This is an optimization exercise on Yosys and OpenROAD, whose aim is small area and a short achievable clock period, not a production implementation.
In this exercise RTL edits were held to simulation tests only and were not proved equivalent to the original.

===== config.mk =====
export PLATFORM = sky130hd
export DESIGN_NAME = md_seq
export DESIGN_NICKNAME = md_seq
export VERILOG_FILES = /design/flow/design.v
export SDC_FILE = /design/flow/constraint.sdc
export NUM_CORES = 4
export LEC_CHECK = 0
export CAP_MARGIN = 20
export CORE_MARGIN = 2
export CORE_UTILIZATION = 40
export SLEW_MARGIN = 20

===== constraint.sdc =====
create_clock -name core_clock -period 105.0 [get_ports {clk}]
set_input_delay 21.0000 -clock core_clock [delete_from_list [all_inputs] [get_ports {clk}]]
set_output_delay 21.0000 -clock core_clock [all_outputs]
set_load 0.01 [all_outputs]

===== design.v =====
module md_seq #(
    parameter int unsigned MUL_CYCLES = 5,
    parameter int unsigned DIV_CYCLES = 10
) (
    input  logic        clk,
    input  logic        rst_n,
    input  logic        start,
    input  logic [1:0]  op,
    input  logic [31:0] a,
    input  logic [31:0] b,
    input  logic        mthi,
    input  logic        mtlo,
    input  logic [31:0] wdata,
    input  logic        md_use_id,
    output logic        busy,
    output logic        stall_md,
    output logic [31:0] hi,
    output logic [31:0] lo
);
    localparam int W = 35;    
    localparam int L = 17;    
    function automatic logic [W-1:0] ripple(input logic [W-1:0] x, input logic [W-1:0] y,
                                            input logic ci, input int n);
        logic c;
        logic [W-1:0] s;
        c = ci;
        s = '0;
        for (int i = 0; i < W; i++) begin
            if (i < n) begin
                s[i] = x[i] ^ y[i] ^ c;
                c    = (x[i] & y[i]) | (c & (x[i] ^ y[i]));
            end
        end
        ripple = s;
    endfunction
    function automatic logic ripple_co(input logic [L-1:0] x, input logic [L-1:0] y,
                                       input logic ci);
        logic c;
        c = ci;
        for (int i = 0; i < L; i++) begin
            c = (x[i] & y[i]) | (c & (x[i] ^ y[i]));
        end
        ripple_co = c;
    endfunction
    function automatic logic [W-1:0] add_row(input logic [W-1:0] x, input logic [W-1:0] y,
                                             input logic ci);
        logic [W-1:0]   lo_s;
        logic [W-1:0]   hi_s;
        logic           c;
        logic           p;
        logic [W-1:0]   r;
        lo_s = ripple({{(W-L){1'b0}}, x[L-1:0]}, {{(W-L){1'b0}}, y[L-1:0]}, ci, L);
        c    = ripple_co(x[L-1:0], y[L-1:0], ci);
        hi_s = ripple({{L{1'b0}}, x[W-1:L]}, {{L{1'b0}}, y[W-1:L]}, 1'b0, W - L);
        r[L-1:0] = lo_s[L-1:0];
        p = 1'b1;
        for (int i = 0; i < W - L; i++) begin
            r[L+i] = hi_s[i] ^ (c & p);
            p      = p & hi_s[i];
        end
        add_row = r;
    endfunction
    function automatic logic [31:0] cneg(input logic [31:0] v, input logic n);
        logic any;
        logic [31:0] r;
        any = 1'b0;
        for (int i = 0; i < 32; i++) begin
            r[i] = v[i] ^ (n & any);
            any  = any | v[i];
        end
        cneg = r;
    endfunction
    logic        busy_r;
    logic [3:0]  cnt_r;
    logic        mul_r;      
    logic        sgn_r;      
    logic        xneg_r;     
    logic        qneg_r;     
    logic        pb_r;       
    logic [32:0] c_r;        
    logic [35:0] s_r;        
    logic [W-1:0] acc_r;     
    logic [31:0] hi_r;
    logic [31:0] lo_r;
    logic        fin;
    logic        y_neg;
    logic        dz;
    logic [W-1:0] mext;
    logic [W-1:0] m2;
    logic [W-1:0] prev [0:4];
    logic [W-1:0] ra   [0:3];
    logic [W-1:0] rb   [0:3];
    logic         one  [0:3];
    logic         two  [0:3];
    logic         ng   [0:3];
    assign fin   = busy_r & (cnt_r == 4'd1);
    assign y_neg = c_r[32];
    assign dz    = (c_r[31:0] == 32'd0);
    assign mext  = {{(W-33){c_r[32]}}, c_r};
    assign m2    = {{(W-34){c_r[32]}}, c_r, 1'b0};
    assign prev[0] = acc_r;
    always_comb begin
        for (int k = 0; k < 4; k++) begin
            logic [2:0] bb;
            logic       e;
            logic       sp;
            e  = sgn_r & pb_r;
            bb = {s_r[2*k+1], s_r[2*k], (k == 0) ? pb_r : s_r[2*k-1]};
            if (k == 0 && fin) bb = {e, e, pb_r};
            sp = prev[k][32];
            if (mul_r) begin
                ng[k]  = bb[2];
                one[k] = bb[1] ^ bb[0];
                two[k] = (bb[2] & ~bb[1] & ~bb[0]) | (~bb[2] & bb[1] & bb[0]);
                ra[k]  = {{2{prev[k][W-1]}}, prev[k][W-1:2]};
            end else begin
                if (k == 0 && fin) begin
                    one[k] = 1'b0;
                    two[k] = sp;
                    ng[k]  = sp & y_neg;
                end else begin
                    one[k] = 1'b1;
                    two[k] = 1'b0;
                    ng[k]  = ~sp ^ y_neg;
                end
                ra[k] = {prev[k][W-2:0], s_r[35-k]};
            end
            rb[k] = (({W{one[k]}} & mext) | ({W{two[k]}} & m2)) ^ {W{ng[k]}};
            prev[k+1] = add_row(ra[k], rb[k], ng[k]);
        end
    end
    assign busy     = busy_r;
    assign stall_md = md_use_id & (start | busy_r);
    assign hi       = hi_r;
    assign lo       = lo_r;
    always_ff @(posedge clk or negedge rst_n) begin
        if (!rst_n) begin
            busy_r <= 1'b0;
            cnt_r  <= 4'd0;
            hi_r   <= 32'd0;
            lo_r   <= 32'd0;
        end else begin
            if (busy_r) begin
                cnt_r  <= cnt_r - 4'd1;
                busy_r <= ~fin;
                if (fin && (mul_r || !dz)) begin
                    hi_r <= mul_r ? prev[1][31:0] : cneg(prev[1][32:1], xneg_r);
                    lo_r <= mul_r ? s_r[31:0] : cneg(s_r[31:0], qneg_r);
                end
            end else if (start) begin
                busy_r <= 1'b1;
                cnt_r  <= op[1] ? 4'(DIV_CYCLES) : 4'(MUL_CYCLES);
            end else begin
                if (mthi) hi_r <= wdata;
                if (mtlo) lo_r <= wdata;
            end
        end
    end
    always_ff @(posedge clk) begin
        if (!busy_r) begin
            mul_r  <= ~op[1];
            sgn_r  <= ~op[0];
            xneg_r <= (op == 2'b10) & a[31];
            qneg_r <= (op == 2'b10) & (a[31] ^ b[31]);
            pb_r   <= 1'b0;
            c_r    <= {~op[0] & b[31], b};
            s_r    <= {4'd0, cneg(a, (op == 2'b10) & a[31])};
            acc_r  <= '0;
        end else begin
            pb_r  <= s_r[7];
            acc_r <= prev[4];
            if (mul_r) begin
                s_r <= {s_r[35:32], prev[4][1:0], prev[3][1:0], prev[2][1:0], prev[1][1:0],
                        s_r[31:8]};
            end else begin
                s_r <= {s_r[31:0], ~prev[1][32], ~prev[2][32], ~prev[3][32], ~prev[4][32]};
            end
        end
    end
endmodule

===== run.sh =====
#!/bin/bash
# synth_recipe.tcl (not shown) runs the flow's synth.tcl, then flattens the netlist and writes it again
# the make line also repeats each setting of config.mk as NAME=value (left out here)
make -C /OpenROAD-flow-scripts/flow DESIGN_CONFIG=/design/flow/config.mk WORK_HOME=/design/flow/orfs CLKGATE_MAP_FILE= SYNTH_SCRIPT=/design/flow/synth_recipe.tcl finish

==> impl_metrics.yaml <==
routing:
  viasPerCell: 5.71
  dr_total_vias: 15300
  wl_microns: 56100
  routedWlPerCell_microns: 21.0
  drt-initial-drc-count: 1516
  dr.pass1.iters: 5
  antenna_left: 0
  drc: 0
synth:
  ys_warn_count: 7
  synth_flop_cell: "dfxtp_1"
  netlist_instances: 2027
  synth_cell_types: 81
  synth_fp_nets: 2270
  syn_avg_cell_area_sq_um: 8.74
  ys_ff_latch: 178
  async_flop_share_pct: 38.8
  netlist_area_sq_um: 17700
  synth_edf_count: 37
  yosysSeqAreaShare_pct: 24.2
placement:
  dpl.hpwl_microns: 42300
  dp_cells: 2638
  port_buffers: 169
  gp_congestion: 0.924
floorplanning:
  die_y_microns: 214
  rows: 77
  io_pins: 170
  fp.dieW_microns: 214
  dieArea_sq_um: 46000
  initial_utilization_pct: 40.3
  coreArea_sq_um: 43900
sta:
  tightest_slew_ps: 1090
  period_needed_ps: 43310
  period_share_pct: 41.3
  setup-tns-final_ps: 0
  hold_viol_final: 0
  setup_viol: 0
  rsz0062_at_grt: "no"
  max_freq_mhz: 23.1
  clock_skew_ps: 17.8
  slew_headroom_pct: 26.9
  maxSlewViolCount: 0
worst_setup_path:
  cpMostUsedCell: "clkdlybuf4s50_1"
  worst_ep_required_time_ps: 84000
  arrival_ps: 22310
  cp-start-kind: "primary input"
  endpoint_kind: "output pin"
  path_class: "primary input to output pin"
  path_delay_family: "buffers and inverters"
  crit_chain: "clkdlybuf4s50_1, nor2_1, nor2b_1, clkdlybuf4s50_1"
  slowest_stage: "clkdlybuf4s50_1"
  critPathMaxStageDelay_ps: 580
  cp_num_buf_inv: 2
  crit_fanout: 8
min_path:
  hold_path_class: "register to register"
global_route:
  grtUsageTotal_pct: 24.6
  grt_util_met3_pct: 4.26
  grt_start_max_net_pins: 127
  antenna_found_initial: 0
  grt_pass1_wl_microns: 87700
  grt_pass1_vias: 14900
  use_met2_pct: 38.9
  grtUsageMet1_pct: 33.9
  busiest_layer: "met2"
  globalRouteOverflowTotal: 0
cells_and_area:
  utilization_pct: 46.2
  nets: 2309
  nFillCells: 4348
  fin_cells: 2671
  diodes: 0
  syn2layout_area_growth_pct: 14.6
  drive_gt1_share_pct: 6.73
clocking:
  ctsRootBufferMaster: "clkbuf_16"
  clock_latency_ps: 500
  holdBufCountCts: 0
  cts.sinks: 178
  post_cts_buffers: 0
  cts_made_buffers: 17
  post_cts_resized: 0
  clkTransAtPathRegs_ps: 80
  clockBufferDepth: 2
  htreeDepth: 4
  cts_tree: "yes"
outcome:
  status: "no timing/DRC/antenna violations"
job:
  drv_cap: 0
final timing paths:
| kind | start | endpoint | slack [ps] | depth (start not counted) |
|---|---|---|---|---|
| max in group asynchronous | rst_n | busy_r | 83600 | 2 |
| max reg2reg | mul_r | s_r[0] | 68960 | 108 |
| min | lo_r[20] | lo_r[20] | 480 | 2 |
| min reg2reg | lo_r[20] | lo_r[20] | 480 | 2 |
| min in group asynchronous | rst_n | lo_r[23] | 20710 | 2 |
| max | start | stall_md | 61690 | 4 |
tightest hold or removal path, delay by kind of cell, from the launching register on:
| family | cells | cell delay, ps |
|---|---|---|
| flip-flops | 1 | 350 |
| AO/OA/AOI/OAI | 1 | 60 |
| AND/OR/NAND/NOR | 1 | 40 |
registers in the layout, summed over array words and instances, names as in the netlist:
signal  count
xneg_r      1
qneg_r      1
c_r        33
cnt_r       4
acc_r      35
pb_r        1
sgn_r       1
s_r        36
mul_r       1
busy_r      1
lo_r       32
hi_r       32
synth_stat cells, types with 20 or more instances:
cell / count / area [sq um]
a21oi_1: 112 / 561
a22oi_1: 128 / 961
a31oi_1: 20 / 125
and2_1: 30 / 188
buf_1: 41 / 154
clkbuf_1: 113 / 424
dfrtp_1: 69 / 1730
dfxtp_1: 72 / 1440
edfxtp_1: 37 / 1110
fa_1: 128 / 2560
inv_1: 42 / 158
mux2_2: 41 / 462
mux2i_1: 73 / 731
nand2_1: 179 / 672
nand3_1: 39 / 195
nor2_1: 165 / 619
nor3_1: 30 / 150
o21ai_0: 136 / 681
xnor2_1: 118 / 1030
xor2_1: 163 / 1430
kinds of logic (layout without fill, tap and decap cells):
group / after synthesis / in the layout / share of synthesized area, %
flops: 178 / 178 / 24.2
xor+xnor: 287 / 287 / 14.6
buf+inv: 220 / 272 / 4.87
mux: 118 / 118 / 7.20
fa+ha+maj: 139 / 139 / 15.2
simple gates: 577 / 577 / 16.0
compound gates: 508 / 508 / 17.9
layout by cell type (no fill, tap or decap), types with 19 or more instances in the layout:
cell,n
nand2_1,179
clkdlybuf4s50_1,168
xor2_1,163
nor2_1,163
o21ai_0,136
a22oi_1,128
fa_1,128
xnor2_1,118
a21oi_1,111
mux2i_1,72
dfxtp_1,72
dfrtp_1,68
inv_1,42
mux2_2,41
nand3_1,39
edfxtp_1,37
and2_1,30
nor3_1,30
buf_4,24
a31oi_1,20
a211oi_1,19
area by class of cell:
class | instances | area, sq um | area share, %
clock buffer | 21 | 462 | 2.28
tap | 592 | 741 | 3.65
multi-input combinational | 1629 | 12600 | 62.2
sequential | 178 | 4280 | 21.1
timing repair buffer | 195 | 1910 | 9.43
inverter | 45 | 170 | 0.839
clock inverter | 11 | 98.8 | 0.487
metrics by stage:
step / instance area, sq um / setup slack [ps] / hold WS (ps)
5_1_grt: 20300 / 61600 / 499
6_report: 20300 / 61690 / 479
3_3_place_gp: 19700 / 61670 / 458
3_5_place_dp: 19700 / 61660 / 467
4_1_cts: 20300 / 61660 / 483
2_1_floorplan: 17700 / 62770 / 463
routing by layer:
layer  vias to the layer above  share of wire, %  wire length, microns
met4                         0               3.2                  1780
met2                       542                45                 25500
met5                         -                 0                     0
li1                       7186                 -                     -
met3                        74               6.0                  3370
met1                      7462                45                 25500

==> what the ideal ports hide <==
The results above use ideal ports. As a check the final layout listed here was re-extracted and re-timed, cells and wires unchanged.
Step 1 (the two cells are an assumption about what drives the block):
set clk [get_ports {clk}]
set_driving_cell -lib_cell sky130_fd_sc_hd__clkbuf_16 $clk
set_driving_cell -lib_cell sky130_fd_sc_hd__buf_2 [delete_from_list [all_inputs] $clk]
Step 2 adds t to the input delays and takes it off the output delays; t is the mean of the earliest and latest rising clock arrival at the registers after step 1. Input paths then give back, and output paths get back, about the clock's delay inside the block.
Three values: ideal, step 1, step 2; two values: the first two.
shift t [ns]: 0.543
setup WS [ns]: 61.685 / 61.663 / 61.663
clock arrival spread, ns: 0.018 / 0.018
cell pins on the clock port's net: 1
After both steps setup and hold are still met in this run. The setup slack of this run moves by -0.022 ns with the drivers and by -0.022 ns with both steps.
